Source: an optimization exercise on an open RTL-to-GDS flow (aim: small area, a short achievable clock period and few clock cycles per item). Production flows keep margins and buffers that such runs may drop.
The RTL was checked by simulation tests, not by an equivalence proof against the original design.

==> flow/design.v (excerpt) <==
module midpoint_ellipse_point_generator_unit
#(
	parameter int RADIUS_BITS = 10,
	parameter int COORD_BITS  = 12
) (
	input  wire                          clk,
	input  wire                          arst_n,
	input  wire                          psel,
	input  wire                          penable,
	input  wire                          pwrite,
	input  wire  [2:0]                   paddr,
	input  wire  [31:0]                  pwdata,
	output logic [31:0]                  prdata,
	output logic                         pready,
	input  wire                          item_valid,
	output logic                         item_ready,
	input  wire                          item_command,
	input  wire  [RADIUS_BITS-1:0]       item_radius_x,
	input  wire  [RADIUS_BITS-1:0]       item_radius_y,
	input  wire  signed [COORD_BITS-1:0] item_centre_x,
	input  wire  signed [COORD_BITS-1:0] item_centre_y,
	output logic                         result_valid,
	input  wire                          result_ready,
	output logic signed [COORD_BITS:0]   result_right_x,
	output logic signed [COORD_BITS:0]   result_left_x,
	output logic signed [COORD_BITS:0]   result_upper_y,
	output logic signed [COORD_BITS:0]   result_lower_y,
	output logic                         result_lower_valid,
	output logic                         result_visible,
	output logic                         result_done_res
);
export LEC_CHECK = 0
export CAP_MARGIN = 20
export CORE_MARGIN = 2
export CORE_UTILIZATION = 40
export CTS_CLUSTER_DIAMETER = 100
export CTS_CLUSTER_SIZE = 20
export SLEW_MARGIN = 20
create_clock -name core_clock -period 11.0 [get_ports {clk}]
standard.sh (not shown) runs the stock make flow with config.mk's settings and CLKGATE_MAP_FILE= SYNTH_SCRIPT=/design/flow/synth_recipe.tcl, a recipe that flattens the netlist after the stock synthesis.
==> flow/flow/run.sh <==
#!/bin/bash
set -euo pipefail
MARGIN=$(cat flow/margin.txt)
bash standard.sh synth > synth.log 2>&1
bash standard.sh SETUP_SLACK_MARGIN=$MARGIN finish > layout.log 2>&1
==> flow/flow/margin.txt <==
6.15
Testbench counts at the start, summed over its fixed seeds: cycles 48,527, items 46,359.
Next try:
CTS_CLUSTER_DIAMETER = default   (was 100)
CTS_CLUSTER_SIZE = default   (was 20)
Final cell count went up slightly.
Setup slack is about the same.
Register-to-register slack is about the same.
Wire length came out higher slightly.
Sequential share of layout area goes down by 0.78 points.
Sequential cell count stays the same.
Area after synthesis is unchanged.
Non-clock buffer count increases by 3.
Clock-buffer cell count climbs by 27.

========
Another version of the RTL of midpoint_ellipse_point_generator_unit (not shown whole).
Size: about 180 I/O pins.
Settings: LEC_CHECK=0, CAP_MARGIN=20, CORE_MARGIN=2, CORE_UTILIZATION=40, CTS_CLUSTER_DIAMETER=120, CTS_CLUSTER_SIZE=26, SLEW_MARGIN=20; clock period 11.0 ns.
Scripts as last shown in full above: flow/flow/run.sh, flow/flow/margin.txt
Testbench counts at the start, summed over its fixed seeds: cycles 48,607, items 46,359.
Then changed:
- CTS_CLUSTER_DIAMETER: 120 -> unset
- CTS_CLUSTER_SIZE: 26 -> unset
Result:
- cell area grows by about 2.7%
- non-clock buffer count shrinks by 5
- fmax hardly moves
- register-to-register slack is about the same
- cell count goes up by about 1%
- area after synthesis is unchanged
- die area is unchanged
Then changed:
- CORE_UTILIZATION: 40 -> 65
What happened: The new run completed with no timing, DRC or antenna violations. Clock skew decreases by 0.029 ns. Synthesized area is unchanged. Design area decreases by about 2.4%. Fmax decreases by 0.99%.
Then changed:
- CORE_UTILIZATION: 65 -> 40
- CTS_CLUSTER_DIAMETER: unset -> 100
- CTS_CLUSTER_SIZE: unset -> 20
What happened:
- clock skew grows by 0.014 ns
- cell area went down by 1.1%
- utilization decreases by 30 points
- synthesized area is unchanged
- non-clock buffer count went down by 4
- via count came out lower by 3.1%
- global-route usage is lower by 14 points
- wire length rises by 4.1%
- sequential share of layout area went up by 0.29 points

========
midpoint_ellipse_point_generator_unit again, from the RTL that the note above started with.
## midpoint_ellipse_point_generator_unit
module midpoint_ellipse_point_generator_unit
#(
	parameter int RADIUS_BITS = 10,
	parameter int COORD_BITS  = 12
) (
	input  wire                          clk,
	input  wire                          arst_n,
	input  wire                          psel,
	input  wire                          penable,
	input  wire                          pwrite,
	input  wire  [2:0]                   paddr,
	input  wire  [31:0]                  pwdata,
	output logic [31:0]                  prdata,
	output logic                         pready,
	input  wire                          item_valid,
	output logic                         item_ready,
	input  wire                          item_command,
	input  wire  [RADIUS_BITS-1:0]       item_radius_x,
	input  wire  [RADIUS_BITS-1:0]       item_radius_y,
	input  wire  signed [COORD_BITS-1:0] item_centre_x,
	input  wire  signed [COORD_BITS-1:0] item_centre_y,
	output logic                         result_valid,
	input  wire                          result_ready,
	output logic signed [COORD_BITS:0]   result_right_x,
	output logic signed [COORD_BITS:0]   result_left_x,
	output logic signed [COORD_BITS:0]   result_upper_y,
	output logic signed [COORD_BITS:0]   result_lower_y,
	output logic                         result_lower_valid,
	output logic                         result_visible,
	output logic                         result_done_res
);
clock: 11.0 ns
lec_check: 0
cap_margin: 20
core_margin: 2
core_utilization: 40
cts_cluster_diameter: 100
cts_cluster_size: 20
slew_margin: 20
==> flow/flow/margin.txt <==
6.0
Scripts as last shown in full above: flow/flow/run.sh
Testbench counts at the start, summed over its fixed seeds: cycles 48,607, items 46,359.
Edit:
==> flow/flow/margin.txt (replaced) <==
6.35
=> Cell count goes up by 0.63%. Hold slack degrades by 0.0075 ns. Register-to-register slack is better by 0.12 ns. Via count went up by 0.60%. Core utilization climbs by 1.1 points. Count of clock-buffer cells in the layout is higher by 1. Sequential share of layout area went down by 0.64 points. Wire length increases by 0.68%. Global-route usage went up by 0.16 points.
Edit:
==> flow/flow/margin.txt (replaced) <==
6.15
Settings changed: CTS_BUF_LIST set to sky130_fd_sc_hd__clkbuf_8, CTS_CLUSTER_DIAMETER 100 to 80, CTS_CLUSTER_SIZE 20 to 14.
Final area went down slightly.
Synthesized cell count does not change.
Wire length went up slightly.

========
job 9610:
Another version of the RTL of midpoint_ellipse_point_generator_unit (not shown whole).
Size: about 2,400 cells after synthesis, ~180 I/O pins, about 0.021 mm2 of cells after synthesis.
Design midpoint_ellipse_point_generator_unit, start of the top module:
module midpoint_ellipse_point_generator_unit
#(
	parameter int RADIUS_BITS = 10,
	parameter int COORD_BITS  = 12
) (
	input  wire                          clk,
	input  wire                          arst_n,
	input  wire                          psel,
	input  wire                          penable,
	input  wire                          pwrite,
	input  wire  [2:0]                   paddr,
	input  wire  [31:0]                  pwdata,
	output logic [31:0]                  prdata,
	output logic                         pready,
	input  wire                          item_valid,
	output logic                         item_ready,
	input  wire                          item_command,
	input  wire  [RADIUS_BITS-1:0]       item_radius_x,
	input  wire  [RADIUS_BITS-1:0]       item_radius_y,
	input  wire  signed [COORD_BITS-1:0] item_centre_x,
	input  wire  signed [COORD_BITS-1:0] item_centre_y,
	output logic                         result_valid,
	input  wire                          result_ready,
	output logic signed [COORD_BITS:0]   result_right_x,
	output logic signed [COORD_BITS:0]   result_left_x,
	output logic signed [COORD_BITS:0]   result_upper_y,
	output logic signed [COORD_BITS:0]   result_lower_y,
	output logic                         result_lower_valid,
	output logic                         result_visible,
	output logic                         result_done_res
);
	localparam int DW = 34;    
	localparam int MW = 32;    
	localparam int AW = 20;    
	localparam int KW = 24;    
	localparam int OW = COORD_BITS + 1;
	localparam int DBK = 0, GBK = 1, MBK = 1;    
	logic       upper_n_q;     
	logic       skip0_n_q;     
	logic [7:1] skip_h_q;      
  ...
export LEC_CHECK = 0
export CAP_MARGIN = 20
export CORE_MARGIN = 2
export CORE_UTILIZATION = 40
export CTS_CLUSTER_DIAMETER = 100
export CTS_CLUSTER_SIZE = 20
export SLEW_MARGIN = 20
create_clock -name core_clock -period 11.0 [get_ports {clk}]
==> flow/flow/margin.txt <==
6.25
Scripts as last shown in full above: flow/flow/run.sh
Testbench counts of job 9610, summed over its fixed seeds: cycles 48,679, items 46,359.
> inputs changed (job 9610 -> job 3690)
==> flow/flow/margin.txt <==
6.4
Notes after the runs:
Job 3690: flow completed, timing, DRC and antenna clean
Looking at job 9610 and job 3690, the global-route wire length before repair is a wash.
In terms of total via count in the routed design, job 9610 and job 3690 differ only marginally.
Diff job 9610 -> job 3690 | post-layout instance area | up slightly
Job 9610 → job 3690: number of nets at the end of the flow moved up; multi-input gate share of the layout cell area level.
> inputs changed (job 3690 -> job 1961)
==> flow/flow/margin.txt <==
6.15
## What came out
Job 1961: PASS, flow complete, no timing, DRC or antenna violations
On hold slack, job 1961 does worse than job 3690.
Looking at via count of the first global-routing pass, job 1961 sits below job 3690.
The final clock period utilization by the worst path on job 1961 is in line with that on job 3690.
Sequential share of layout area: job 1961 higher than job 3690
Looking at final design area excluding fillers across job 3690 and job 1961, the one that comes out lower is job 1961.
Post-layout minimum cycle time delta for job 1961 relative to job 3690: 0.011 ns lower

========
Another version of the RTL of midpoint_ellipse_point_generator_unit (not shown whole).
Size in the first run: about 2400 cells after synthesis, about 21000 um^2 of cells after synthesis.
Settings: LEC_CHECK=0, CAP_MARGIN=20, CORE_MARGIN=2, CORE_UTILIZATION=40, SLEW_MARGIN=20; clock period 11.0 ns.
==> flow/flow/margin.txt <==
6.15
Scripts as last shown in full above: flow/flow/run.sh
The starting point completed with no timing, DRC or antenna violations.
Testbench counts at the start, summed over its fixed seeds: cycles 48,527, items 46,359.
Change:
Settings changed: CAP_MARGIN 20 to 0, SLEW_MARGIN 20 to 0.
=>
- The changed run produced a clean layout
- final cell count hardly moves
- die area is unchanged
- non-clock buffer count is lower by 1
- via count came out higher by 0.68%
- hold slack stays flat
- wire length barely changes
- core utilization stays flat

========
midpoint_ellipse_point_generator_unit, a different RTL version from the one above (not shown whole).
For scale: roughly 180 I/O pins, roughly 23,000 µm² of cells after synthesis.
make LEC_CHECK=0 CAP_MARGIN=20 CORE_MARGIN=2 CORE_UTILIZATION=40 SLEW_MARGIN=20 finish   # period 11.0 ns
run.sh (not shown) runs the stock make flow with config.mk's settings and CLKGATE_MAP_FILE= SYNTH_SCRIPT=/design/flow/synth_recipe.tcl, a recipe that flattens the netlist after the stock synthesis.
Stock flow here: none of the scripts above is used.
The baseline completed with no timing, DRC or antenna violations.
Testbench counts at the start, summed over its fixed seeds: cycles 48,695, items 46,359.
Edit:
Settings changed: SETUP_SLACK_MARGIN set to 5.
The new run finished clean.
Maximum frequency rose by 14%.
Wire length rose by 0.70%.
Critical path depth fell by 20.
Die area stays the same.
Worst setup slack gets better by 0.81 ns.
Register-to-register slack gets better by 0.93 ns.
Non-clock buffer count rose by 6.
Synthesized cell count is unchanged.
Global-route usage hardly moves.

[afterwards: timing with drivers on the ports]
How much do the figures lean on ideal ports? The routed layouts below were timed once more, with nothing changed but the port constraints. Step 1 sets driving cells, clkbuf_16 on the clock port and buf_2 on the other inputs (assumed; they add their load-dependent delay and slew). Step 2 also shifts input and output timing later by t, the mid clock arrival at the registers, as if the neighbouring blocks saw the same clock. a / b / c = ideal / step 1 / step 2; a / b = the first two.
| run | shift t [ns] | setup slack, ns | worst setup path at the end | latest minus earliest clock arrival (ns) | slew at the worst register clock pin (ns) |
|---|---|---|---|---|---|
| the first run of note 1 | 0.582 | 5.973 / 5.973 / 5.557 | input to register | 0.025 / 0.024 | 0.10 / 0.10 |
| the second run of note 1 | 0.606 | 5.974 / 5.974 / 5.538 | input to register | 0.022 / 0.022 | 0.06 / 0.06 |
| the first run of note 2 | 0.587 | 6.155 / 6.070 / 5.645 | input to register | 0.055 / 0.055 | 0.12 / 0.12 |
| the second run of note 2 | 0.617 | 6.167 / 6.055 / 5.716 | input to register | 0.039 / 0.039 | 0.06 / 0.06 |
| the third run of note 2 | 0.614 | 6.118 / 6.054 / 5.693 | input to register | 0.010 / 0.010 | 0.07 / 0.07 |
| the fourth run of note 2 | 0.587 | 6.163 / 6.070 / 5.718 | input to register | 0.024 / 0.023 | 0.10 / 0.10 |
| the first run of note 3 | 0.580 | 6.023 / 6.000 / 5.636 | input to register | 0.026 / 0.026 | 0.10 / 0.10 |
| the second run of note 3 | 0.575 | 6.164 / 6.026 / 5.817 | input to register | 0.030 / 0.030 | 0.10 / 0.10 |
| the third run of note 3 | 0.705 | 6.161 / 6.070 / 5.534 | input to register | 0.068 / 0.067 | 0.12 / 0.12 |
| job 9610 | 0.595 | 6.182 / 6.042 / 5.827 | input to register | 0.027 / 0.027 | 0.10 / 0.10 |
| job 3690 | 0.591 | 6.172 / 6.031 / 5.944 | input to register | 0.028 / 0.027 | 0.10 / 0.10 |
| job 1961 | 0.602 | 6.183 / 6.068 / 5.768 | input to register | 0.039 / 0.038 | 0.10 / 0.10 |
| the first run of note 5 | 0.599 | 5.441 / 5.441 / 5.441 | register to register | 0.018 / 0.018 | 0.06 / 0.06 |
| the second run of note 5 | 0.599 | 5.424 / 5.424 / 5.424 | register to register | 0.019 / 0.019 | 0.06 / 0.06 |
| the first run of note 6 | 0.621 | 4.272 / 4.272 / 4.272 | register to register | 0.023 / 0.023 | 0.07 / 0.07 |
| the second run of note 6 | 0.619 | 5.078 / 5.050 / 5.050 | input to output | 0.024 / 0.024 | 0.07 / 0.07 |
After both steps every run listed still meets setup and hold. For the third run of note 3, which loses most, drivers alone change the setup slack by -0.091 ns; drivers and shift together by -0.627 ns.
